This design comes from an exercise in tuning for small area and a short achievable clock period on the open sky130 flow, not from production work. RTL that was checked went through simulation tests only; none was proved equivalent to the original. For runs 1 to 3, only the layout was checked, not whether the RTL still works. No activity file was given, so power comes from the tool's default toggle rates.

[design/flow/flow/run.sh]
#!/bin/bash
# Standard synthesis, then the standard layout with a tighter setup-repair target (the
# constraints and clock period are unchanged) and a clock tree without dummy loads.
set -euo pipefail
bash standard.sh synth > synth.log 2>&1
bash standard.sh \
  SETUP_SLACK_MARGIN=8.9 \
  CTS_ARGS="-sink_clustering_enable -repair_clock_nets -dont_use_dummy_load -sink_clustering_size 30 -buf_list {sky130_fd_sc_hd__clkbuf_4 sky130_fd_sc_hd__clkbuf_8}" \
  finish > layout.log 2>&1
[design/flow/standard.sh]
#!/bin/bash
# synth_recipe.tcl (not shown) runs the flow's synth.tcl, then flattens the netlist and writes it again
# the make line also repeats each setting of config.mk as NAME=value (left out here)
make -C /OpenROAD-flow-scripts/flow DESIGN_CONFIG=/design/flow/config.mk WORK_HOME=/design/flow/orfs CLKGATE_MAP_FILE= SYNTH_SCRIPT=/design/flow/synth_recipe.tcl "${@:-finish}"
[design/flow/config.mk]
export PLATFORM = sky130hd
export DESIGN_NAME = lif_tdm_scheduler
export DESIGN_NICKNAME = lif_tdm_scheduler
export VERILOG_FILES = /design/flow/design.v
export SDC_FILE = /design/flow/constraint.sdc
export NUM_CORES = 4
export LEC_CHECK = 0
export CAP_MARGIN = 20
export CORE_MARGIN = 2
export CORE_UTILIZATION = 40
export PLACE_DENSITY = 0.5
export SLEW_MARGIN = 20
[design/flow/constraint.sdc]
create_clock -name core_clock -period 13.0 [get_ports {clk}]
set_input_delay 2.6000 -clock core_clock [delete_from_list [all_inputs] [get_ports {clk}]]
set_output_delay 2.6000 -clock core_clock [all_outputs]
set_load 0.01 [all_outputs]
[design/flow/design.v]
module lif_add #(
    parameter int W = 16
) (
    input  logic [W-1:0] a,
    input  logic [W-1:0] b,
    input  logic         cin,
    output logic [W-1:0] s
);
    logic [W-1:0] p0;
    logic [W-1:0] g [0:$clog2(W)];
    logic [W-1:0] p [0:$clog2(W)];
    always_comb begin
        p0   = a ^ b;
        g[0] = a & b;
        p[0] = p0;
        g[0][0] = (a[0] & b[0]) | (p0[0] & cin);
        for (int l = 0; l < $clog2(W); l++) begin
            for (int i = 0; i < W; i++) begin
                if (i >= (1 << l)) begin
                    g[l+1][i] = g[l][i] | (p[l][i] & g[l][i-(1<<l)]);
                    p[l+1][i] = p[l][i] & p[l][i-(1<<l)];
                end else begin
                    g[l+1][i] = g[l][i];
                    p[l+1][i] = p[l][i];
                end
            end
        end
        s[0] = p0[0] ^ cin;
        for (int i = 1; i < W; i++)
            s[i] = p0[i] ^ g[$clog2(W)][i-1];
    end
endmodule
module lif_sat17 (
    input  logic [16:0] x,
    output logic [15:0] y
);
    assign y = (x[16:15] == 2'b01) ? 16'h7fff : (x[16:15] == 2'b10) ? 16'h8000 : x[15:0];
endmodule
module lif_leak (
    input  logic [15:0] v,
    output logic [15:0] l
);
    logic [27:0] t1, t2, t3, cs_s, cs_c, m;
    logic [27:0] ve;
    always_comb begin
        ve = {{12{v[15]}}, v};
        t1 = (ve << 12);
        t2 = ~(ve << 7);
        t3 = ~(ve << 5);
        cs_s = t1 ^ t2 ^ t3;
        cs_c = (((t1 & t2) | (t1 & t3) | (t2 & t3)) << 1) | 28'd1;
    end
    logic [27:0] t4, cs2_s, cs2_c;
    always_comb begin
        t4 = ~(ve << 2);
        cs2_s = cs_s ^ cs_c ^ t4;
        cs2_c = (((cs_s & cs_c) | (cs_s & t4) | (cs_c & t4)) << 1) | 28'd1;
    end
    lif_add #(.W(28)) u_add (.a(cs2_s), .b(cs2_c), .cin(1'b1), .s(m));
    assign l = (v == 16'h7fff || v == 16'h7ffe) ? v : m[27:12];
endmodule
module lif_update_core (
    input  logic signed [15:0] lh,
    input  logic               rz,       
    input  logic signed [15:0] h,
    input  logic signed [15:0] pd,
    input  logic               hit,
    output logic               fire,
    output logic [16:0]        s_v,      
    output logic signed [15:0] h_add     
);
    logic [17:0] lh18, h18, pd18;
    assign lh18 = {{2{lh[15]}}, lh};
    assign h18  = {{2{h[15]}}, h};
    assign pd18 = {{2{pd[15]}}, pd};
    logic [16:0] s_hp;
    lif_add #(.W(17)) u_hp (.a(h18[16:0]), .b(pd18[16:0]), .cin(1'b0), .s(s_hp));
    logic ovp, ovn;
    assign ovp = (s_hp[16:15] == 2'b01);
    assign ovn = (s_hp[16:15] == 2'b10);
    lif_sat17 u_sat_hp (.x(s_hp), .y(h_add));
    logic [16:0] s1;
    lif_add #(.W(17)) u_s1 (.a(lh18[16:0]), .b(h18[16:0]), .cin(1'b0), .s(s1));
    logic [17:0] c3_s, c3_c, s3;
    assign c3_s = lh18 ^ h18 ^ pd18;
    assign c3_c = ((lh18 & h18) | (lh18 & pd18) | (h18 & pd18)) << 1;
    lif_add #(.W(18)) u_s3 (.a(c3_s), .b(c3_c), .cin(1'b0), .s(s3));
    logic [16:0] s_sp, s_sn;
    lif_add #(.W(17)) u_sp (.a({1'b0, ~lh[15], lh[14:0]}), .b(17'h1ffff), .cin(1'b0), .s(s_sp));
    assign s_sn = {1'b1, ~lh[15], lh[14:0]};
    logic fire_h, fire_p;
    assign fire_h = !s1[16] && (s1[15:12] != 4'd0);
    assign fire_p = ovp ? (lh >= -16'sd28671) : ovn ? 1'b0 : (!s3[17] && (s3[16:12] != 5'd0));
    assign fire   = rz && (hit ? fire_p : fire_h);
    assign s_v = !hit ? s1 : ovp ? s_sp : ovn ? s_sn : s3[16:0];
endmodule
module lif_tdm_scheduler #(
    parameter int N_NEURONS = 32,
    parameter int IDX_W     = $clog2(N_NEURONS)
) (
    input  logic                clk,
    input  logic                rst_n,
    input  logic                tick_in,
    input  logic                i_wr_en,
    input  logic [IDX_W-1:0]    i_wr_idx,
    input  logic signed [15:0]  i_wr_data,
    output logic                busy,
    output logic                done,
    output logic                tick_overrun,
    output logic                spk_valid,
    output logic [IDX_W-1:0]    spk_idx,
    input  logic                spk_ready
);
    localparam int N = N_NEURONS;
    localparam logic [IDX_W-1:0] LAST_IDX = N - 1;
    logic [IDX_W-1:0]   idx;           
    logic               swept;         
    logic signed [15:0] lh;
    logic               rz, r1;
    logic signed [15:0] h;
    logic               pv;            
    logic [IDX_W-1:0]   pidx;
    logic [N-1:0]       psel;          
    logic signed [15:0] pd;
    logic               phit, phit1;   
    logic               pfwd;          
    logic               hw;            
    logic signed [15:0] h_eff;
    logic               wv;            
    logic [IDX_W-1:0]   widx;
    logic signed [15:0] wd;
    logic               cq;            
    logic [16:0]        ring_wb;
    logic [1:0]         ring_wc;       
    logic [15:0]        ring   [N-1];
    logic signed [15:0] acc    [N];
    logic [N-1:0]       acc_ok;
    logic               fire, stall, commit, last;
    logic [16:0]        s_v;
    logic signed [15:0] h_add;
    assign last = (idx == LAST_IDX);
    lif_update_core u_core (
        .lh    (lh),
        .rz    (rz),
        .h     (h_eff),
        .pd    (pd),
        .hit   (phit),
        .fire  (fire),
        .s_v   (s_v),
        .h_add (h_add)
    );
    assign stall  = fire && spk_valid && !spk_ready;
    assign commit = busy && !stall;
    always_ff @(posedge clk or negedge rst_n) begin
        if (!rst_n) begin
            busy         <= 1'b0;
            done         <= 1'b0;
            tick_overrun <= 1'b0;
            spk_valid    <= 1'b0;
            spk_idx      <= '0;
            idx          <= '0;
            swept        <= 1'b0;
            cq           <= 1'b0;
        end else begin
            done <= 1'b0;
            cq   <= commit;
            if (tick_in && (busy || done))
                tick_overrun <= 1'b1;
            if (spk_valid && spk_ready)
                spk_valid <= 1'b0;
            if (!busy && !done && tick_in)
                busy <= 1'b1;
            if (commit) begin
                idx <= idx + 1'b1;
                if (fire) begin
                    spk_valid <= 1'b1;
                    spk_idx   <= idx;
                end
                if (last) begin
                    busy  <= 1'b0;
                    done  <= 1'b1;
                    swept <= 1'b1;
                end
            end
        end
    end
    logic [IDX_W-1:0]   idx1, idx2;
    logic signed [15:0] a_p, a_1, a_pf, a_1f, acc_add;
    logic [16:0]        s_ap;
    assign idx1 = idx + 1'b1;
    assign idx2 = idx + 2'd2;
    always_comb begin
        a_p = '0;
        for (int k = 0; k < N; k++)
            a_p = a_p | ((psel[k] && acc_ok[k]) ? acc[k] : 16'sd0);
    end
    assign a_1  = acc_ok[idx1] ? acc[idx1] : 16'sd0;
    assign a_pf = pfwd ? wd : a_p;
    assign h_eff = hw ? wd : h;
    assign a_1f = (wv && widx == idx1) ? wd : a_1;
    lif_add #(.W(17)) u_ap (.a({a_pf[15], a_pf}), .b({pd[15], pd}), .cin(1'b0), .s(s_ap));
    lif_sat17 u_sat_ap (.x(s_ap), .y(acc_add));
    logic [15:0]        nx;
    logic               nx_ok;
    assign nx_ok = swept || last;
    assign nx    = cq ? ring[1] : ring[0];
    always_ff @(posedge clk or negedge rst_n) begin
        if (!rst_n) begin
            lh    <= '0;
            rz    <= 1'b1;
            r1    <= 1'b0;
            h     <= '0;
            pv    <= 1'b0;
            phit  <= 1'b0;
            phit1 <= 1'b0;
            wv    <= 1'b0;
            pfwd  <= 1'b0;
            hw    <= 1'b0;
        end else begin
            pfwd  <= i_wr_en && pv && !phit && (i_wr_idx == pidx);
            hw    <= commit && phit1;
            pv    <= i_wr_en;
            phit  <= i_wr_en && (i_wr_idx == (commit ? idx1 : idx));
            phit1 <= i_wr_en && (i_wr_idx == (commit ? idx2 : idx1));
            wv    <= pv && !phit;
            if (commit) begin
                lh <= (nx_ok && nx != 16'h7fff && nx != 16'h7ffe) ? nx : 16'sd0;
                rz <= !(nx_ok && (nx == 16'h7fff || nx == 16'h7ffe));
                r1 <= nx_ok && nx == 16'h7fff;
                h  <= a_1f;
            end else if (phit) begin
                h  <= h_add;
            end else begin
                h  <= h_eff;
            end
        end
    end
    always_ff @(posedge clk) begin
        pidx <= i_wr_idx;
        pd   <= i_wr_data;
        for (int k = 0; k < N; k++)
            psel[k] <= (i_wr_idx == k);
        widx <= pidx;
        wd   <= acc_add;
    end
    logic [15:0] ring_v, ring_l;
    assign ring_v = (ring_wc == 2'd1) ? 16'h7fff :
                    (ring_wc == 2'd2) ? 16'h0000 :
                    (ring_wc == 2'd3) ? 16'h7ffe :
                    (ring_wb[16:15] == 2'b10) ? 16'h8000 : ring_wb[15:0];
    lif_leak u_leak (.v(ring[N-2]), .l(ring_l));
    always_ff @(posedge clk) begin
        ring_wb <= s_v;
        ring_wc <= !rz ? (r1 ? 2'd2 : 2'd1) : fire ? 2'd3 : 2'd0;
        if (cq) begin
            for (int k = 0; k < N - 3; k++)
                ring[k] <= ring[k+1];
            ring[N-3] <= ring_l;
            ring[N-2] <= ring_v;
        end
    end
    always_ff @(posedge clk) begin
        for (int k = 0; k < N; k++)
            if (wv && widx == k)
                acc[k] <= wd;
    end
    always_ff @(posedge clk or negedge rst_n) begin
        if (!rst_n)
            acc_ok <= '0;
        else
            for (int k = 0; k < N; k++)
                if (idx == k)
                    acc_ok[k] <= 1'b0;
                else if (wv && widx == k)
                    acc_ok[k] <= 1'b1;
    end
endmodule
==> summary.txt, run 1 <==
Worst R2R Path Depth: 13
total power: 16700 uW
Routed Antenna Nets: 0
Final HPWL DP: 113000 um
Multi-input gate area: 16000 um^2
vias: 35800
largest net degree at the start of global routing: 171
fillcell total: 10700
RSZ-0062 raised after global routing: true
Die ar.: 127000 um^2
post-DR wirelength/cell: 35.6 um
hold depth: 0
CP Data Arrival Time: 5420 ps
placed inst area: 52700 um^2
Reg2Reg Setup Slack: 8320 ps
drt pass-1 iters: 13
WHS: 346 ps
HP Start: ring[26][15]$_DFFE_PP_
gpl congestion: 0.956
main flop type after synthesis: edfxtp_1
fraction of layout cells with a size suffix above 1: 22.0%
worst r2r src: idx[4]$_DFF_PN0_
Routed WL: 192000 um
worst rel slew slack: 21.9%
R2R Path End: h[7]$_DFF_PN0_
GRT Overall Usage: 29.7%
minimum clock period: 4680 ps
Initial Util: 40.2%
P per Cell Area: 285 nW/um^2
CTS sink count: 1189
Syn-to-layout area delta: 18.3%
CTS root buf: clkbuf_8
P_leak: 0.0209 uW
Clk Latency, worst-skew pair: 940 ps
synth warn: 15
Fin. Hold Viols: 0
Top Ports: 35
register area share after synthesis: 69.0%
min-delay worst type: reg -> reg
# setup viols final: 0
vias in the first global route: 35200
synth top area cells: edfxtp_1 (60%), dfxtp_1 (4.4%), dfrtp_1 (4.4%)
clock buffer depth: 3
critical path type: reg -> reg
most frequent cells in the layout: edfxtp_1 (992), buf_4 (223), clkbuf_8 (191), nor2_1 (173), a22oi_1 (158)
CTS tree: done
Die Span Y: 356 um
nets: 3944
FF/Latch Area: 34200 um^2
Post-Syn Nets: 3588
Max Freq: 0.214 GHz
core area: 123000 um^2
cell taking the most area after synthesis: edfxtp_1
hold endpoint: ring[25][15]$_DFFE_PP_
antenna violations before repair: 15
number of remaining DRC errors: 0
die width: 356 um
global route overflow: 0
Syn Inst Count: 3402
status: timing/DRC/antenna clean
clk_skew: 97.2 ps
clk slew on worst S/H paths: 60 ps
htree depth: 4
setup TNS: 0 ps
number of DRC markers in iteration 0: 5939
post-route design area: 58600 um^2
kind of end point of the critical path: flop
first-pass GRT wire length: 263000 um
Max VDD drop: 579 uV
vias per inst: 6.62
CTS buffer count: 191
CP max FO: 27
number of enable flip-flop cells after synthesis: 992
Slew Limit Fails: 0
CP Launch Type: flop
Yosys top cell area share: 60.1%
syn_area_per_cell: 14.6 um^2
Util after Layout: 47.5%
Worst EP required: 13740 ps
Synth async-reset ratio: 7.40%
number of synthesized register bits: 1189
mapped cell area: 49500 um^2
number of port buffers: 34
worst slew pin tran: 1170 ps
crit share post-route: 36.0%
Max-Cap Viols: 0
most common cell after layout, fill and taps aside: edfxtp_1
library cells used by synthesis: 92
row count: 129
==> power by group <==
group          internal (uW)  total [uW]  switching, uW  leakage [uW]
Sequential              5880        6500            625        0.0115
Combinational           2920        7590           4670       0.00802
Clock                   1280        2620           1330       0.00137
==> per-stage QoR <==
step                      worst slack, ps  instances
after floorplan                      7870       3402
after global placement               7200       5002
after detailed placement             7080       5015
after CTS                            8490       5345
after global routing                 8280       5396
final                                8320       5402
==> kinds of logic after synthesis <==
| logic type | Yosys count | synth area share (%) |
|---|---|---|
| AND/OR/NAND/NOR | 703 | 6.92 |
| XOR/XNOR | 93 | 1.66 |
| AO/OA/AOI/OAI | 946 | 14.2 |
| flip-flops | 1189 | 69.0 |
| adder cells (fa/ha/maj) | 161 | 4.73 |
| buffers and inverters | 247 | 1.95 |
| multiplexers | 63 | 1.59 |
==> cell type report <==
type / count / share of cell area, %
antenna: 9 / 0.0384
clock buffer: 191 / 4.49
sequential: 1189 / 58.4
multi-input combinational: 1967 / 27.4
tap: 1637 / 3.49
inverter: 86 / 0.602
timing repair buffer: 323 / 5.64
==> synthesized netlist by cell type, drive strengths merged, types with 52 or more instances <==
cell type	count
a21oi	151
a221oi	151
a22o	132
a22oi	159
clkbuf	140
dfrtp	87
dfxtp	109
edfxtp	992
ha	116
inv	86
nand2	153
nand3	60
nand4	62
nor2	219
nor3	56
o21ai	99
xnor2	52
==> what timing repair did <==
item	4_1_cts	5_1_grt
setup buffers	130	45
endpoints found under the setup margin	102	88
cloned	9	2
gates resized for setup	289	110
endpoints found under the hold margin	0	0
hold buffers	0	0
pin swaps	58	66
==> layer usage <==
layer	share of wire [%]	global-route usage, %
met3	13	12.2
met4	7.2	17.0
met5	0.12	0
met1	37	37.6
met2	42	43.0
==> worst max path at each step <==
stage                     start                endpoint  slack [ps]  cells after the start
2_1_floorplan      cq$_DFF_PN0_      lh[12]$_DFFE_PN0P_        7870                      8
3_3_place_gp       hw$_DFF_PN0_  spk_idx[3]$_DFFE_PN0P_        7200                     19
3_5_place_dp   wd[7]$_SDFF_PN1_  spk_idx[3]$_DFFE_PN0P_        7080                     16
4_1_cts            hw$_DFF_PN0_  spk_idx[2]$_DFFE_PN0P_        8490                     20
5_1_grt            hw$_DFF_PN0_         h[14]$_DFF_PN0_        8280                     21
6_report       idx[4]$_DFF_PN0_          h[7]$_DFF_PN0_        8320                     13
==> registers in the layout, summed over array words and instances, names as in the netlist, 2 cells and up <==
| signal | cells |
|---|---|
| acc | 512 |
| ring | 496 |
| acc_ok | 32 |
| psel | 32 |
| ring_wb | 17 |
| h | 16 |
| lh | 16 |
| pd | 16 |
| wd | 16 |
| idx | 5 |
| pidx | 5 |
| spk_idx | 5 |
| widx | 5 |
| ring_wc | 2 |
==> critical path, stage by stage, from the launching register on <==
cell and delay, ps:
dfrtp_1 810, inv_1 270, ha_1 370, buf_6 360
nand2b_2 310, nor2_1 160, buf_4 340, a22o_1 250
a221oi_2 410, o2111ai_1 360, a211oi_1 320, a31oi_1 190
a21oi_1 280, o21ai_2 90
==> inputs of run 2 (changes only) <==
--- a/design/flow/design.v
+++ b/design/flow/design.v
@@ -123,8 +123,10 @@
     logic [N-1:0]       psel;          
     logic signed [15:0] pd;
-    logic               phit, phit1;   
+    logic               phit, phit1, phit2;   
     logic               pfwd;          
-    logic               hw;            
-    logic signed [15:0] h_eff;
+    logic signed [15:0] h1;            
+    logic               h1w;           
+    logic signed [15:0] h1_eff, h1_add;
+    logic [16:0]        s_h1;
     logic               wv;            
     logic [IDX_W-1:0]   widx;
@@ -143,5 +145,5 @@
         .lh    (lh),
         .rz    (rz),
-        .h     (h_eff),
+        .h     (h),
         .pd    (pd),
         .hit   (phit),
@@ -185,9 +187,10 @@
         end
     end
-    logic [IDX_W-1:0]   idx1, idx2;
-    logic signed [15:0] a_p, a_1, a_pf, a_1f, acc_add;
+    logic [IDX_W-1:0]   idx1, idx2, idx3;
+    logic signed [15:0] a_p, a_2, a_pf, a_2f, acc_add;
     logic [16:0]        s_ap;
     assign idx1 = idx + 1'b1;
     assign idx2 = idx + 2'd2;
+    assign idx3 = idx + 2'd3;
     always_comb begin
         a_p = '0;
@@ -195,8 +198,10 @@
             a_p = a_p | ((psel[k] && acc_ok[k]) ? acc[k] : 16'sd0);
     end
-    assign a_1  = acc_ok[idx1] ? acc[idx1] : 16'sd0;
+    assign a_2  = acc_ok[idx2] ? acc[idx2] : 16'sd0;
     assign a_pf = pfwd ? wd : a_p;
-    assign h_eff = hw ? wd : h;
-    assign a_1f = (wv && widx == idx1) ? wd : a_1;
+    assign a_2f = (wv && widx == idx2) ? wd : a_2;
+    assign h1_eff = h1w ? wd : h1;
+    lif_add #(.W(17)) u_h1 (.a({h1_eff[15], h1_eff}), .b({pd[15], pd}), .cin(1'b0), .s(s_h1));
+    lif_sat17 u_sat_h1 (.x(s_h1), .y(h1_add));
     lif_add #(.W(17)) u_ap (.a({a_pf[15], a_pf}), .b({pd[15], pd}), .cin(1'b0), .s(s_ap));
     lif_sat17 u_sat_ap (.x(s_ap), .y(acc_add));
@@ -216,8 +221,12 @@
             wv    <= 1'b0;
             pfwd  <= 1'b0;
-            hw    <= 1'b0;
+            h1    <= '0;
+            h1w   <= 1'b0;
+            phit2 <= 1'b0;
         end else begin
             pfwd  <= i_wr_en && pv && !phit && (i_wr_idx == pidx);
-            hw    <= commit && phit1;
+            phit2 <= i_wr_en && (i_wr_idx == (commit ? idx3 : idx2));
+            h1w   <= commit ? phit2 : phit1;
+            h1    <= commit ? a_2f : h1_eff;
             pv    <= i_wr_en;
             phit  <= i_wr_en && (i_wr_idx == (commit ? idx1 : idx));
@@ -228,9 +237,7 @@
                 rz <= !(nx_ok && (nx == 16'h7fff || nx == 16'h7ffe));
                 r1 <= nx_ok && nx == 16'h7fff;
-                h  <= a_1f;
+                h  <= phit1 ? h1_add : h1_eff;
             end else if (phit) begin
                 h  <= h_add;
-            end else begin
-                h  <= h_eff;
             end
         end
==> summary.txt, run 2 <==
vias per inst: 6.45 (was 6.62)
die width: 361 um (was 356 um)
library cells used by synthesis: 88 (was 92)
main flop type after synthesis: edfxtp_1 (unchanged)
Util after Layout: 48.0% (was 47.5%)
CTS buffer count: 201 (was 191)
Synth async-reset ratio: 8.71% (was 7.40%)
P_leak: 0.0221 uW (was 0.0209 uW)
max reg flops: 512 (unchanged)
Worst EP required: 13810 ps (was 13740 ps)
slowest CP cell: nor3_4 (was dfrtp_1)
CP Launch Type: flop (unchanged)
Slew Limit Fails: 0 (unchanged)
min-delay worst type: reg -> reg (unchanged)
P per Cell Area: 299 nW/um^2 (was 285 nW/um^2)
number of enable flip-flop cells after synthesis: 992 (unchanged)
worst rel slew slack: 11.6% (was 21.9%)
CP Data Arrival Time: 5370 ps (was 5420 ps)
worst path buffer plus inverter count: 3 (unchanged)
Top Registers: acc (512), ring (496) (unchanged)
Syn Inst Count: 3591 (was 3402)
CP max FO: 4 (was 27)
clk_skew: 113 ps (was 97.2 ps)
CTS root buf: clkbuf_8 (unchanged)
status: timing/DRC/antenna clean (unchanged)
hold depth: 0 (unchanged)
gpl congestion: 0.942 (was 0.956)
number of synthesized register bits: 1206 (was 1189)
Routed WL: 194000 um (was 192000 um)
total power: 18200 uW (was 16700 uW)
number of remaining DRC errors: 0 (unchanged)
post-route design area: 61100 um^2 (was 58600 um^2)
Yosys top cell area share: 58.3% (was 60.1%)
cell taking the most area after synthesis: edfxtp_1 (unchanged)
Die Span Y: 361 um (was 356 um)
nets: 4175 (was 3944)
setup TNS: 0 ps (unchanged)
CTS tree: done (unchanged)
R2R Path End: wd[10]$_SDFF_PN1_ (was h[7]$_DFF_PN0_)
Max VDD drop: 481 uV (was 579 uV)
row count: 131 (was 129)
post-DR wirelength/cell: 34.4 um (was 35.6 um)
number of port buffers: 34 (unchanged)
synth top area cells: edfxtp_1 (58%), dfrtp_1 (5.1%), dfxtp_1 (4.3%) (was edfxtp_1 (60%), dfxtp_1 (4.4%), dfrtp_1 (4.4%))
Worst R2R Path Depth: 23 (was 13)
Reg2Reg Setup Slack: 8440 ps (was 8320 ps)
critical path type: reg -> reg (unchanged)
fillcell total: 11000 (was 10700)
Final HPWL DP: 114000 um (was 113000 um)
Max Freq: 0.220 GHz (was 0.214 GHz)
GRT Overall Usage: 29.2% (was 29.7%)
Die ar.: 131000 um^2 (was 127000 um^2)
largest net degree at the start of global routing: 171 (unchanged)
mapped cell area: 51100 um^2 (was 49500 um^2)
critical-path cell list: and2_4, buf_12, a22o_1, a221oi_2, nand4_1, nor3_4, a21oi_2, ha_2, fa_2, nand3_4, a21oi_4, o21ai_2, a21oi_2, o21ai_2, a21oi_2, o31a_1, o21a_1, o21ai_2, a31oi_4, nor2_4, buf_6, buf_6, o21ai_2 (was inv_1, ha_1, buf_6, nand2b_2, nor2_1, buf_4, a22o_1, a221oi_2, o2111ai_1, a211oi_1, a31oi_1, a21oi_1, o21ai_2)
fraction of layout cells with a size suffix above 1: 23.2% (was 22.0%)
number of DRC markers in iteration 0: 6034 (was 5939)
Routed Antenna Nets: 0 (unchanged)
worst slew pin tran: 1320 ps (was 1170 ps)
Clk Latency, worst-skew pair: 940 ps (about the same)
FF/Latch Area: 34700 um^2 (was 34200 um^2)
most frequent cells in the layout: edfxtp_1 (992), buf_4 (247), clkbuf_8 (201), nor2_1 (191), a22oi_1 (168) (was edfxtp_1 (992), buf_4 (223), clkbuf_8 (191), nor2_1 (173), a22oi_1 (158))
Commonest cells post-synth: edfxtp_1 (992), nor2_1 (224), a21oi_1 (192), clkbuf_1 (169), a22oi_1 (168) (was edfxtp_1 (992), nor2_1 (217), a22oi_1 (159))
Syn-to-layout area delta: 19.5% (was 18.3%)
hold endpoint: widx[1]$_DFF_P_ (was ring[25][15]$_DFFE_PP_)
Initial Util: 40.2% (about the same)
clock buffer depth: 3 (unchanged)
Multi-input gate area: 17300 um^2 (was 16000 um^2)
worst r2r src: acc_ok[10]$_DFFE_PN0P_ (was idx[4]$_DFF_PN0_)
most common cell in the netlist: edfxtp_1 (unchanged)
syn_area_per_cell: 14.2 um^2 (was 14.6 um^2)
crit share post-route: 35.0% (was 36.0%)
kind of end point of the critical path: flop (unchanged)
Top reg by flops: acc (unchanged)
drt pass-1 iters: 14 (was 13)
most common cell after layout, fill and taps aside: edfxtp_1 (unchanged)
CP peak stage delay: 510 ps (was 810 ps)
synth warn: 15 (unchanged)
Max-Cap Viols: 0 (unchanged)
minimum clock period: 4560 ps (was 4680 ps)
RSZ-0062 raised after global routing: true (unchanged)
core area: 127000 um^2 (was 123000 um^2)
CTS sink count: 1206 (was 1189)
Critical Path Most Common Cell: o21ai_2
Post-Syn Nets: 3796 (was 3588)
antenna violations before repair: 7 (was 15)
# setup viols final: 0 (unchanged)
Fin. Hold Viols: 0 (unchanged)
placed inst area: 54400 um^2 (was 52700 um^2)
htree depth: 4 (unchanged)
vias in the first global route: 35000 (was 35200)
global route overflow: 0 (unchanged)
cell family with most CP delay: compound AO/OA/AOI/OAI gates (unchanged)
first-pass GRT wire length: 267000 um (was 263000 um)
clk slew on worst S/H paths: 60 ps (about the same)
Top Ports: 35 (unchanged)
vias: 36300 (was 35800)
HP Start: pidx[1]$_DFF_P_ (was ring[26][15]$_DFFE_PP_)
register area share after synthesis: 67.7% (was 69.0%)
## run 2: cell count changes after synthesis, moves of 12 or more
| cell | delta |
|---|---|
| clkbuf_1 | +29 |
| ha_1 | +18 |
| nor3_1 | +22 |
| nand2_1 | -36 |
| and2_1 | +16 |
| a21oi_1 | +41 |
| xnor2_1 | +16 |
| dfrtp_1 | +17 |
| inv_1 | +12 |
## run 2: layout make-up
type	count	area share (%)
sequential	1206	56.8
multi-input combinational	2096	28.3
timing repair buffer	363	6.27
clock buffer	201	4.53
tap	1662	3.40
inverter	100	0.641
timing repair inverter	2	0.0676
antenna	6	0.0246
## run 2: worst register-to-register path: stages, from the launching register on
cell,delay [ps]
dfrtp_1,380
and2_4,170
buf_12,130
a22o_1,230
a221oi_2,230
nand4_1,220
nor3_4,510
a21oi_2,70
ha_2,240
fa_2,370
nand3_4,90
a21oi_4,70
o21ai_2,170
a21oi_2,90
o21ai_2,170
a21oi_2,80
o31a_1,270
o21a_1,190
o21ai_2,180
a31oi_4,140
nor2_4,200
buf_6,130
buf_6,100
o21ai_2,60
## run 2: worst max path at each step
stage | startpoint | to | depth (start not counted)
3_5_place_dp | pd[1]$_DFF_P_ | phit$_DFF_PN0_ | 17
3_3_place_gp | pd[1]$_DFF_P_ | phit$_DFF_PN0_ | 17
6_report | acc_ok[10]$_DFFE_PN0P_ | wd[10]$_SDFF_PN1_ | 23
5_1_grt | acc_ok[24]$_DFFE_PN0P_ | wd[3]$_SDFF_PN1_ | 22
4_1_cts | lh[1]$_DFFE_PN0P_ | phit$_DFF_PN0_ | 18
2_1_floorplan | cq$_DFF_PN0_ | lh[10]$_DFFE_PN0P_ | 8
## run 2: logic make-up (layout without fill, tap and decap cells)
kind of cell,count (synthesis),in the layout,synth area share [%]
adder cells (fa/ha/maj),180,180,5.06
AO/OA/AOI/OAI,1013,1013,14.5
flip-flops,1206,1206,67.7
buffers and inverters,291,666,2.20
multiplexers,62,62,1.49
AND/OR/NAND/NOR,728,730,7.02
XOR/XNOR,111,111,1.96
other,0,6,0
## run 2: stage by stage
step,cells,hold slack (ps),setup WS (ps)
2_1_floorplan,3591,350,7810
3_3_place_gp,5216,356,7450
3_5_place_dp,5227,357,7430
4_1_cts,5570,364,8650
5_1_grt,5634,376,8390
6_report,5636,372,8440
## run 2: timing repair
| item | 4_1_cts | 5_1_grt |
|---|---|---|
| setup endpoints to repair | 114 | 91 |
| gates cloned | 18 | 2 |
| resized for setup | 388 | 132 |
| hold buffers | 0 | 0 |
| buffers inserted | 124 | 56 |
| pin swaps | 96 | 88 |
## run 2: where the power goes
part | switching, uW | internal (uW) | leakage (uW)
logic | 5340 | 3580 | 0.00892
clock network | 1380 | 1350 | 0.00145
registers | 621 | 5970 | 0.0117
## run 2: per-layer routing
metal / part of all wire, % / vias up / track usage [%]
met1: 39 / 18000 / 39.0
met5: 0.024 / - / 0.370
met4: 6.5 / 4 / 15.2
met3: 13 / 798 / 11.5
met2: 41 / 2668 / 40.7
li1: - / 14800 / -
==> inputs of run 3 (changes only) <==
==> design/flow/flow/run.sh (replaced) <==
#!/bin/bash
# Standard synthesis, then the standard layout with a tighter setup-repair target (the
# constraints and clock period are unchanged) and a clock tree without dummy loads and
# with larger sink clusters.
set -euo pipefail
bash standard.sh synth > synth.log 2>&1
bash standard.sh \
  SETUP_SLACK_MARGIN=8.9 \
  CTS_ARGS="-sink_clustering_enable -repair_clock_nets -dont_use_dummy_load -sink_clustering_size 20 -sink_clustering_max_diameter 60 -buf_list {sky130_fd_sc_hd__clkbuf_8 sky130_fd_sc_hd__clkbuf_16}" \
  finish > layout.log 2>&1
==> summary.txt, run 3 <==
number of synthesized register bits: 1206 (unchanged)
post-route design area: 61000 um^2 (was 61100 um^2)
gpl congestion: 0.942 (unchanged)
vias in the first global route: 34100 (was 35000)
clk slew on worst S/H paths: 60 ps (about the same)
worst slew pin tran: 1280 ps (was 1320 ps)
hold_buf cts: 0 (unchanged)
fillcell total: 11000 (about the same)
proportion of power drawn by the clock network: 14.9% (about the same)
status: timing/DRC/antenna clean (unchanged)
most common cell after layout, fill and taps aside: edfxtp_1 (unchanged)
Worst R2R Path Depth: 23 (unchanged)
P per Cell Area: 299 nW/um^2 (about the same)
cell family with most CP delay: compound AO/OA/AOI/OAI gates (unchanged)
die width: 361 um (unchanged)
cell taking the most area after synthesis: edfxtp_1 (unchanged)
Fin. Hold Viols: 0 (unchanged)
Die ar.: 131000 um^2 (unchanged)
minimum clock period: 4640 ps (was 4560 ps)
critical-path cell list: and2_4, buf_12, a22o_1, a221oi_2, nand4_1, nor3_4, a21oi_2, ha_2, fa_2, nand3_4, a21oi_4, o21ai_2, a21oi_2, o21ai_2, a21oi_2, o31a_1, o21a_1, o21ai_2, a31oi_4, nor2_4, buf_6, buf_12, o21ai_0 (was and2_4, buf_12, a22o_1, a221oi_2, nand4_1, nor3_4, a21oi_2, ha_2, fa_2, nand3_4, a21oi_4, o21ai_2, a21oi_2, o21ai_2, a21oi_2, o31a_1, o21a_1, o21ai_2, a31oi_4, nor2_4, buf_6, buf_6, o21ai_2)
CP Data Arrival Time: 5210 ps (was 5370 ps)
Commonest cells post-synth: edfxtp_1 (992), nor2_1 (224), a21oi_1 (192), clkbuf_1 (169), a22oi_1 (168) (unchanged)
largest net degree at the start of global routing: 171 (unchanged)
Top reg by flops: acc (unchanged)
Routed Antenna Nets: 0 (unchanged)
CTS tree: done (unchanged)
Reg2Reg Setup Slack: 8360 ps (was 8440 ps)
sw power: 7300 uW (was 7340 uW)
CTS buffer count: 104 (was 201)
nets: 4098 (was 4175)
Worst EP required: 13570 ps (was 13810 ps)
post-DR wirelength/cell: 34.9 um (was 34.4 um)
Gate power share: 49.2% (was 48.9%)
Syn-to-layout area delta: 19.5% (about the same)
RSZ-0062 raised after global routing: true (unchanged)
CTS root buf: clkbuf_16 (was clkbuf_8)
Post-Syn Nets: 3796 (unchanged)
htree depth: 3 (was 4)
hold depth: 0 (unchanged)
R2R Path End: wd[8]$_SDFF_PN1_ (was wd[10]$_SDFF_PN1_)
crit share post-route: 35.7% (was 35.0%)
# setup viols final: 0 (unchanged)
main flop type after synthesis: edfxtp_1 (unchanged)
Final HPWL DP: 114000 um (unchanged)
slowest CP cell: nor3_4 (unchanged)
core area: 127000 um^2 (unchanged)
Reg power frac: 36.0% (was 36.1%)
first-pass GRT wire length: 264000 um (was 267000 um)
CP peak stage delay: 550 ps (was 510 ps)
WHS: 334 ps (was 372 ps)
row count: 131 (unchanged)
register area share after synthesis: 67.7% (unchanged)
Routed WL: 194000 um (about the same)
CTS sink count: 1206 (unchanged)
placed inst area: 54400 um^2 (unchanged)
worst path buffer plus inverter count: 3 (unchanged)
Multi-input gate area: 17200 um^2 (was 17300 um^2)
Util after Layout: 48.0% (about the same)
critical path type: reg -> reg (unchanged)
vias per inst: 6.50 (was 6.45)
max reg flops: 512 (unchanged)
Max-Cap Viols: 0 (unchanged)
hold endpoint: widx[3]$_DFF_P_ (was widx[1]$_DFF_P_)
clock buffer depth: 3 (unchanged)
switching share of power: 40.0% (was 40.2%)
number of port buffers: 34 (unchanged)
Synth async-reset ratio: 8.71% (unchanged)
HP Start: pidx[3]$_DFF_P_ (was pidx[1]$_DFF_P_)
vias: 36100 (was 36300)
Top Ports: 35 (unchanged)
Max Freq: 0.216 GHz (was 0.220 GHz)
CP max FO: 6 (was 4)
Syn Inst Count: 3591 (unchanged)
worst r2r src: acc_ok[28]$_DFFE_PN0P_ (was acc_ok[10]$_DFFE_PN0P_)
worst rel slew slack: 14.6% (was 11.6%)
Clk Latency, worst-skew pair: 750 ps (was 940 ps)
P_leak: 0.0220 uW (was 0.0221 uW)
Initial Util: 40.2% (unchanged)
Die Span Y: 361 um (unchanged)
Top Registers: acc (512), ring (496) (unchanged)
min-delay worst type: reg -> reg (unchanged)
antenna violations before repair: 6 (was 7)
Int Pwr: 11000 uW (was 10900 uW)
FF/Latch Area: 34700 um^2 (about the same)
synth top area cells: edfxtp_1 (58%), dfrtp_1 (5.1%), dfxtp_1 (4.3%) (unchanged)
most common cell in the netlist: edfxtp_1 (unchanged)
clk_skew: 106 ps (was 113 ps)
mapped cell area: 51100 um^2 (unchanged)
fraction of layout cells with a size suffix above 1: 21.6% (was 23.2%)
Slew Limit Fails: 0 (unchanged)
GRT Overall Usage: 28.8% (was 29.2%)
number of remaining DRC errors: 0 (unchanged)
synth warn: 15 (unchanged)
number of enable flip-flop cells after synthesis: 992 (unchanged)
CP Launch Type: flop (unchanged)
number of DRC markers in iteration 0: 6280 (was 6034)
setup TNS: 0 ps (unchanged)
Yosys top cell area share: 58.3% (unchanged)
Max VDD drop: 480 uV (was 481 uV)
drt pass-1 iters: 14 (unchanged)
syn_area_per_cell: 14.2 um^2 (unchanged)
global route overflow: 0 (unchanged)
kind of end point of the critical path: flop (unchanged)
most frequent cells in the layout: edfxtp_1 (992), buf_4 (267), nor2_1 (188), a22oi_1 (168), a21oi_1 (158) (was edfxtp_1 (992), buf_4 (247), clkbuf_8 (201), nor2_1 (191), a22oi_1 (168))
library cells used by synthesis: 88 (unchanged)
## run 3: changes by cell type in the layout (fill, tap and decap cells not counted), sizes merged
cell and delta:
clkbuf -90, nand2 -1, clkdlybuf4s15 +1, dlygate4sd2 +8, inv -1, diode -4, buf +6
## run 3: worst register-to-register path, stage by stage, from the launching register on
cell and delay, ps:
dfrtp_1 380, and2_4 150, buf_12 140, a22o_1 200, a221oi_2 220, nand4_1 210
nor3_4 550, a21oi_2 70, ha_2 230, fa_2 370, nand3_4 90, a21oi_4 70
o21ai_2 160, a21oi_2 80, o21ai_2 170, a21oi_2 90, o31a_1 300, o21a_1 190
o21ai_2 180, a31oi_4 140, nor2_4 120, buf_6 120, buf_12 110, o21ai_0 110
## run 3: final cells by class
type | instances | share of cell area [%]
multi-input combinational | 2095 | 28.3
tap | 1662 | 3.41
timing repair buffer | 385 | 6.59
timing repair inverter | 1 | 0.0492
sequential | 1206 | 56.8
antenna | 2 | 0.00820
inverter | 100 | 0.644
clock buffer | 104 | 4.26
## run 3: cells by family after synthesis
| kind of cell | after synthesis | synth area share (%) |
|---|---|---|
| flip-flops | 1206 | 67.7 |
| AO/OA/AOI/OAI | 1013 | 14.5 |
| AND/OR/NAND/NOR | 728 | 7.02 |
| buffers and inverters | 291 | 2.20 |
| adder cells (fa/ha/maj) | 180 | 5.06 |
| XOR/XNOR | 111 | 1.96 |
| multiplexers | 62 | 1.49 |
## run 3: how the worst max path moves through the flow
| stage | start | to | slack (ps) | cells after the start |
|---|---|---|---|---|
| 6_report | acc_ok[28]$_DFFE_PN0P_ | wd[8]$_SDFF_PN1_ | 8360 | 23 |
| 5_1_grt | acc_ok[18]$_DFFE_PN0P_ | wd[4]$_SDFF_PN1_ | 8290 | 23 |
| 4_1_cts | acc_ok[28]$_DFFE_PN0P_ | wd[3]$_SDFF_PN1_ | 8630 | 23 |
| 3_5_place_dp | pd[1]$_DFF_P_ | phit$_DFF_PN0_ | 7430 | 17 |
| 3_3_place_gp | pd[1]$_DFF_P_ | phit$_DFF_PN0_ | 7450 | 17 |
| 2_1_floorplan | cq$_DFF_PN0_ | lh[10]$_DFFE_PN0P_ | 7810 | 8 |
## run 3: what timing repair did
item / 4_1_cts / 5_1_grt
buffers inserted: 145 / 54
setup endpoints to repair: 118 / 92
pin swaps: 79 / 84
gates resized for setup: 271 / 209
cloned: 9 / 9
hold endpoints to repair: 0 / 0
## run 3: metrics by stage
stage	total power [uW]	setup slack (ps)	instances
after global routing	19200	8290	5553
final	18300	8360	5555
after global placement	13600	7450	5216
after CTS	17100	8630	5485
after detailed placement	13600	7430	5227
after floorplan	11100	7810	3591
## run 3: power by group through the flow
stage                     sequential, uW  combinational, uW  clock (uW)
final                               6570               8980        2710
after global routing                6700               9580        2900
after global placement              6690               6870           0
after detailed placement            6690               6860           0
after floorplan                     6590               4470           0
after CTS                           6600               7780        2760
## run 3: layer usage
layer | up-vias | GRT usage [%] | wire length [um]
li1 | 14700 | - | -
met1 | 18000 | 39.5 | 76400
met2 | 2653 | 40.4 | 79500
met3 | 772 | 9.80 | 25600
met4 | 2 | 14.8 | 12600
met5 | - | 0 | 10
==> inputs of run 4 (changes only) <==
--- a/design/flow/design.v
+++ b/design/flow/design.v
@@ -80,18 +80,20 @@
     assign ovn = (s_hp[16:15] == 2'b10);
     lif_sat17 u_sat_hp (.x(s_hp), .y(h_add));
-    logic [16:0] s1;
-    lif_add #(.W(17)) u_s1 (.a(lh18[16:0]), .b(h18[16:0]), .cin(1'b0), .s(s1));
-    logic [17:0] c3_s, c3_c, s3;
-    assign c3_s = lh18 ^ h18 ^ pd18;
-    assign c3_c = ((lh18 & h18) | (lh18 & pd18) | (h18 & pd18)) << 1;
-    lif_add #(.W(18)) u_s3 (.a(c3_s), .b(c3_c), .cin(1'b0), .s(s3));
-    logic [16:0] s_sp, s_sn;
-    lif_add #(.W(17)) u_sp (.a({1'b0, ~lh[15], lh[14:0]}), .b(17'h1ffff), .cin(1'b0), .s(s_sp));
-    assign s_sn = {1'b1, ~lh[15], lh[14:0]};
+    localparam logic [17:0] M4096 = -18'sd4096;
+    logic [17:0] f1_s, f1_c, f1;
+    assign f1_s = lh18 ^ h18 ^ M4096;
+    assign f1_c = ((lh18 & h18) | (lh18 & M4096) | (h18 & M4096)) << 1;
+    lif_add #(.W(18)) u_f1 (.a(f1_s), .b(f1_c), .cin(1'b0), .s(f1));
+    logic [17:0] f2_s, f2_c, f2;
+    assign f2_s = f1_s ^ f1_c ^ pd18;
+    assign f2_c = ((f1_s & f1_c) | (f1_s & pd18) | (f1_c & pd18)) << 1;
+    lif_add #(.W(18)) u_f2 (.a(f2_s), .b(f2_c), .cin(1'b0), .s(f2));
     logic fire_h, fire_p;
-    assign fire_h = !s1[16] && (s1[15:12] != 4'd0);
-    assign fire_p = ovp ? (lh >= -16'sd28671) : ovn ? 1'b0 : (!s3[17] && (s3[16:12] != 5'd0));
+    assign fire_h = !f1[17];
+    assign fire_p = ovp ? (lh >= -16'sd28671) : ovn ? 1'b0 : !f2[17];
     assign fire   = rz && (hit ? fire_p : fire_h);
-    assign s_v = !hit ? s1 : ovp ? s_sp : ovn ? s_sn : s3[16:0];
+    logic signed [15:0] a_eff;
+    assign a_eff = hit ? h_add : h;
+    lif_add #(.W(17)) u_v (.a(lh18[16:0]), .b({a_eff[15], a_eff}), .cin(1'b0), .s(s_v));
 endmodule
 module lif_tdm_scheduler #(
@@ -123,10 +125,5 @@
     logic [N-1:0]       psel;          
     logic signed [15:0] pd;
-    logic               phit, phit1, phit2;   
-    logic               pfwd;          
-    logic signed [15:0] h1;            
-    logic               h1w;           
-    logic signed [15:0] h1_eff, h1_add;
-    logic [16:0]        s_h1;
+    logic               phit, phit1;   
     logic               wv;            
     logic [IDX_W-1:0]   widx;
@@ -187,10 +184,9 @@
         end
     end
-    logic [IDX_W-1:0]   idx1, idx2, idx3;
-    logic signed [15:0] a_p, a_2, a_pf, a_2f, acc_add;
+    logic [IDX_W-1:0]   idx1, idx2;
+    logic signed [15:0] a_p, a_1, a_pf, a_1f, acc_add;
     logic [16:0]        s_ap;
     assign idx1 = idx + 1'b1;
     assign idx2 = idx + 2'd2;
-    assign idx3 = idx + 2'd3;
     always_comb begin
         a_p = '0;
@@ -198,10 +194,7 @@
             a_p = a_p | ((psel[k] && acc_ok[k]) ? acc[k] : 16'sd0);
     end
-    assign a_2  = acc_ok[idx2] ? acc[idx2] : 16'sd0;
-    assign a_pf = pfwd ? wd : a_p;
-    assign a_2f = (wv && widx == idx2) ? wd : a_2;
-    assign h1_eff = h1w ? wd : h1;
-    lif_add #(.W(17)) u_h1 (.a({h1_eff[15], h1_eff}), .b({pd[15], pd}), .cin(1'b0), .s(s_h1));
-    lif_sat17 u_sat_h1 (.x(s_h1), .y(h1_add));
+    assign a_1  = acc_ok[idx1] ? acc[idx1] : 16'sd0;
+    assign a_pf = (wv && widx == pidx) ? wd : a_p;
+    assign a_1f = (wv && widx == idx1) ? wd : a_1;
     lif_add #(.W(17)) u_ap (.a({a_pf[15], a_pf}), .b({pd[15], pd}), .cin(1'b0), .s(s_ap));
     lif_sat17 u_sat_ap (.x(s_ap), .y(acc_add));
@@ -220,13 +213,5 @@
             phit1 <= 1'b0;
             wv    <= 1'b0;
-            pfwd  <= 1'b0;
-            h1    <= '0;
-            h1w   <= 1'b0;
-            phit2 <= 1'b0;
         end else begin
-            pfwd  <= i_wr_en && pv && !phit && (i_wr_idx == pidx);
-            phit2 <= i_wr_en && (i_wr_idx == (commit ? idx3 : idx2));
-            h1w   <= commit ? phit2 : phit1;
-            h1    <= commit ? a_2f : h1_eff;
             pv    <= i_wr_en;
             phit  <= i_wr_en && (i_wr_idx == (commit ? idx1 : idx));
@@ -237,5 +222,5 @@
                 rz <= !(nx_ok && (nx == 16'h7fff || nx == 16'h7ffe));
                 r1 <= nx_ok && nx == 16'h7fff;
-                h  <= phit1 ? h1_add : h1_eff;
+                h  <= phit1 ? acc_add : a_1f;
             end else if (phit) begin
                 h  <= h_add;
==> design/flow/flow/run.sh (replaced) <==
#!/bin/bash
# Standard synthesis, then the standard layout with a tighter setup-repair target (the
# constraints and clock period are unchanged) and a clock tree without dummy loads.
set -euo pipefail
bash standard.sh synth > synth.log 2>&1
bash standard.sh \
  SETUP_SLACK_MARGIN=9 \
  CTS_ARGS="-sink_clustering_enable -repair_clock_nets -dont_use_dummy_load -sink_clustering_size 30 -buf_list {sky130_fd_sc_hd__clkbuf_4 sky130_fd_sc_hd__clkbuf_8}" \
  finish > layout.log 2>&1
--- a/design/flow/config.mk
+++ b/design/flow/config.mk
@@ -8,5 +8,5 @@
 export CAP_MARGIN = 20
 export CORE_MARGIN = 2
-export CORE_UTILIZATION = 40
-export PLACE_DENSITY = 0.5
+export CORE_UTILIZATION = 45
+export PLACE_DENSITY = 0.6
 export SLEW_MARGIN = 20
==> summary.txt, run 4 <==
crit share post-route: 35.9% (was 35.7%)
clk slew on worst S/H paths: 60 ps (about the same)
synth top area cells: edfxtp_1 (60%), dfxtp_1 (4.4%), dfrtp_1 (4.3%) (was edfxtp_1 (58%), dfrtp_1 (5.1%), dfxtp_1 (4.3%))
worst slew pin tran: 1250 ps (was 1280 ps)
# setup viols final: 0 (unchanged)
number of remaining DRC errors: 0 (unchanged)
clk_skew: 83.4 ps (was 106 ps)
Syn-to-layout area delta: 18.1% (was 19.5%)
drt pass-1 iters: 8 (was 14)
Routed Antenna Nets: 0 (unchanged)
WHS: 337 ps (was 334 ps)
htree depth: 4 (was 3)
Synth async-reset ratio: 7.25% (was 8.71%)
kind of end point of the critical path: flop (unchanged)
number of port buffers: 34 (unchanged)
most frequent cells in the layout: edfxtp_1 (992), a22oi_1 (235), buf_4 (213), clkbuf_8 (190), nor2_1 (165) (was edfxtp_1 (992), buf_4 (267), nor2_1 (188), a22oi_1 (168), a21oi_1 (158))
GRT Overall Usage: 32.3% (was 28.8%)
first-pass GRT wire length: 254000 um (was 264000 um)
CTS root buf: clkbuf_8 (was clkbuf_16)
Clk Latency, worst-skew pair: 930 ps (was 750 ps)
critical path type: reg -> reg (unchanged)
Routed WL: 188000 um (was 194000 um)
vias: 35700 (was 36100)
nets: 4031 (was 4098)
Slew Limit Fails: 0 (unchanged)
clock buffer depth: 3 (unchanged)
max reg flops: 512 (unchanged)
most common cell after layout, fill and taps aside: edfxtp_1 (unchanged)
largest net degree at the start of global routing: 176 (was 171)
Worst EP required: 13740 ps (was 13570 ps)
Syn Inst Count: 3469 (was 3591)
main flop type after synthesis: edfxtp_1 (unchanged)
post-DR wirelength/cell: 35.3 um (was 34.9 um)
vias per inst: 6.71 (was 6.50)
Initial Util: 45.2% (was 40.2%)
number of enable flip-flop cells after synthesis: 992 (unchanged)
CTS buffer count: 190 (was 104)
worst rel slew slack: 16.6% (was 14.6%)
cell taking the most area after synthesis: edfxtp_1 (unchanged)
syn_area_per_cell: 14.4 um^2 (was 14.2 um^2)
CP max FO: 3 (was 6)
setup TNS: 0 ps (unchanged)
Max Freq: 0.214 GHz (was 0.216 GHz)
Die Span Y: 337 um (was 361 um)
Final HPWL DP: 111000 um (was 114000 um)
CP Launch Type: flop (unchanged)
min-delay worst type: reg -> reg (unchanged)
Fin. Hold Viols: 0 (unchanged)
most common cell in the netlist: edfxtp_1 (unchanged)
vias in the first global route: 33400 (was 34100)
P_leak: 0.0211 uW (was 0.0220 uW)
Max VDD drop: 284 uV (was 480 uV)
global route overflow: 0 (unchanged)
row count: 122 (was 131)
Post-Syn Nets: 3680 (was 3796)
Non-Filler Instances: 5313 (was 5555)
status: timing/DRC/antenna clean (unchanged)
Yosys top cell area share: 59.8% (was 58.3%)
CTS tree: done (unchanged)
synth warn: 15 (unchanged)
cell count after placement: 4924 (was 5227)
Top reg by flops: acc (unchanged)
gpl congestion: 0.997 (was 0.942)
Max-Cap Viols: 0 (unchanged)
fillcell total: 9065 (was 11000)
CTS sink count: 1187 (was 1206)
RSZ-0062 raised after global routing: true (unchanged)
Top Ports: 35 (unchanged)
P per Cell Area: 286 nW/um^2 (was 299 nW/um^2)
antenna violations before repair: 3 (was 6)
register area share after synthesis: 68.5% (was 67.7%)
core area: 110000 um^2 (was 127000 um^2)
Commonest cells post-synth: edfxtp_1 (992), a22oi_1 (238), nor2_1 (238), inv_1 (150), ha_1 (143) (was edfxtp_1 (992), nor2_1 (224), a21oi_1 (192), clkbuf_1 (169), a22oi_1 (168))
number of synthesized register bits: 1187 (was 1206)
fraction of layout cells with a size suffix above 1: 22.8% (was 21.6%)
Top Registers: acc (512), ring (496) (unchanged)
die width: 337 um (was 361 um)
mapped cell area: 49800 um^2 (was 51100 um^2)
library cells used by synthesis: 93 (was 88)
CP Data Arrival Time: 5410 ps (was 5210 ps)
number of DRC markers in iteration 0: 5602 (was 6280)
Die ar.: 113000 um^2 (was 131000 um^2)
minimum clock period: 4670 ps (was 4640 ps)
-- run 4: cell count changes in the layout (fill, tap and decap cells not counted), sizes merged, moves of 24 or more --
cell    before  now
a221oi     157  111
nor3        76   40
a22o       141  100
nand4       62   86
a21oi      192  142
a22oi      168  238
buf        345  303
clkbuf     111  192
inv         99  154
-- run 4: through the flow --
step / total power [uW] / area, um^2 / util, % / setup WS, ps
after floorplan: 10400 / 50000 / - / 7620
after global placement: 12600 / 52600 / 47.8 / 7410
after detailed placement: 12600 / 52700 / 47.9 / 7340
after CTS: 16000 / 57400 / 52.1 / 8460
after global routing: 17500 / 58800 / 53.4 / 8190
final: 16800 / 58800 / 53.4 / 8330
-- run 4: worst max-delay path: stages, from the launching register on --
cell	delay [ps]
dfrtp_2	430
ha_4	170
fa_2	420
a211oi_4	300
o21ai_2	120
nand4_1	150
and2_4	170
nand3b_1	110
a21o_4	260
a21oi_4	140
a21oi_2	70
ha_2	220
fa_2	390
a21o_1	170
a21oi_2	160
o21bai_1	120
a21oi_2	170
nor2_1	70
o2111ai_2	240
nand3_2	130
a31o_4	240
a211oi_2	190
nor2_2	80
-- run 4: layer usage --
layer / GRT usage, % / share of wire [%] / wire length (um) / vias up
met1: 44.3 / 39 / 73900 / 17600
li1: - / - / - / 14200
met3: 12.9 / 14 / 26500 / 881
met2: 43.0 / 39 / 73100 / 2979
met4: 19.0 / 7.4 / 13900 / 6
met5: 1.15 / 0.071 / 134 / -
-- run 4: layout make-up --
| cell class | count | area (um^2) | share of cell area, % |
|---|---|---|---|
| Multi-Input combinational cell | 1957 | 16400 | 27.8 |
| Timing Repair Buffer | 330 | 3220 | 5.47 |
| Sequential cell | 1187 | 34200 | 58.1 |
| Inverter | 154 | 588 | 1.00 |
| Clock buffer | 190 | 2620 | 4.45 |
| Tap cell | 1488 | 1860 | 3.17 |
| Antenna cell | 7 | 17.5 | 0.0298 |
-- run 4: repair_timing --
item,4_1_cts,5_1_grt
cloned,8,2
endpoints found under the setup margin,86,81
resized for setup,287,133
hold buffers,0,0
buffers inserted,105,72
endpoints found under the hold margin,0,0
pin swaps,101,122
-- run 4: cell families (layout without fill, tap and decap cells) --
| family | after synthesis | after routing | share of synthesized area [%] |
|---|---|---|---|
| flip-flops | 1187 | 1187 | 68.5 |
| adder cells (fa/ha/maj) | 195 | 195 | 5.48 |
| buffers and inverters | 330 | 674 | 2.59 |
| multiplexers | 64 | 64 | 1.61 |
| other | 0 | 7 | 0 |
| AO/OA/AOI/OAI | 914 | 918 | 13.5 |
| AND/OR/NAND/NOR | 694 | 695 | 6.74 |
| XOR/XNOR | 85 | 85 | 1.51 |
-- run 4: path summary, 6_finish.rpt --
path	from	endpoint	slack [ps]	cells past startpoint
setup / recovery	h[0]$_DFF_PN0_	ring_wb[14]$_DFF_P_	8330	22
hold / removal	pidx[2]$_DFF_P_	widx[2]$_DFF_P_	340	0
setup reg to reg	h[0]$_DFF_PN0_	ring_wb[14]$_DFF_P_	8330	22
hold reg to reg	pidx[2]$_DFF_P_	widx[2]$_DFF_P_	340	0
max in group asynchronous	rst_n	lh[2]$_DFFE_PN0P_	10060	2
min in group asynchronous	rst_n	cq$_DFF_PN0_	1710	1
-- run 4: power by group --
group | total, uW | internal, uW | switching (uW)
Combinational | 7850 | 3130 | 4720
Sequential | 6330 | 5840 | 492
Clock | 2610 | 1280 | 1330
Total | 16800 | 10200 | 6550

[what the ideal ports hide]
No port has a modelled driver above. Below, the same layouts with a new extraction and two added sets of constraints.
Step 1 assumes that a clkbuf_16 drives the clock port and a buf_2 every other input.
Step 2 adds t to the input delays and takes it off the output delays; t is the mean of the earliest and latest rising clock arrival at the registers after step 1. Input paths then give back, and output paths get back, about the clock's delay inside the block.
a / b / c = ideal ports / drivers / drivers and shift; a / b = the first two.
run | t, ns | setup slack, ns | hold slack, ns | worst setup path after step 2 | worst register clock-pin slew, ns
run 1 | 0.954 | 8.323 / 8.323 / 8.223 | 0.346 / 0.346 / 0.346 | input to register | 0.07 / 0.07
run 2 | 0.964 | 8.444 / 8.444 / 8.328 | 0.372 / 0.372 / 0.372 | input to register | 0.07 / 0.07
run 3 | 0.783 | 8.364 / 8.364 / 8.364 | 0.334 / 0.334 / 0.334 | register to register | 0.08 / 0.08
run 4 | 0.952 | 8.328 / 8.328 / 8.160 | 0.337 / 0.337 / 0.337 | input to register | 0.07 / 0.07
After both steps setup and hold are still met in every run listed. The setup slack of run 4, which loses most, moves by 0.000 ns with the drivers and by -0.168 ns with both steps.
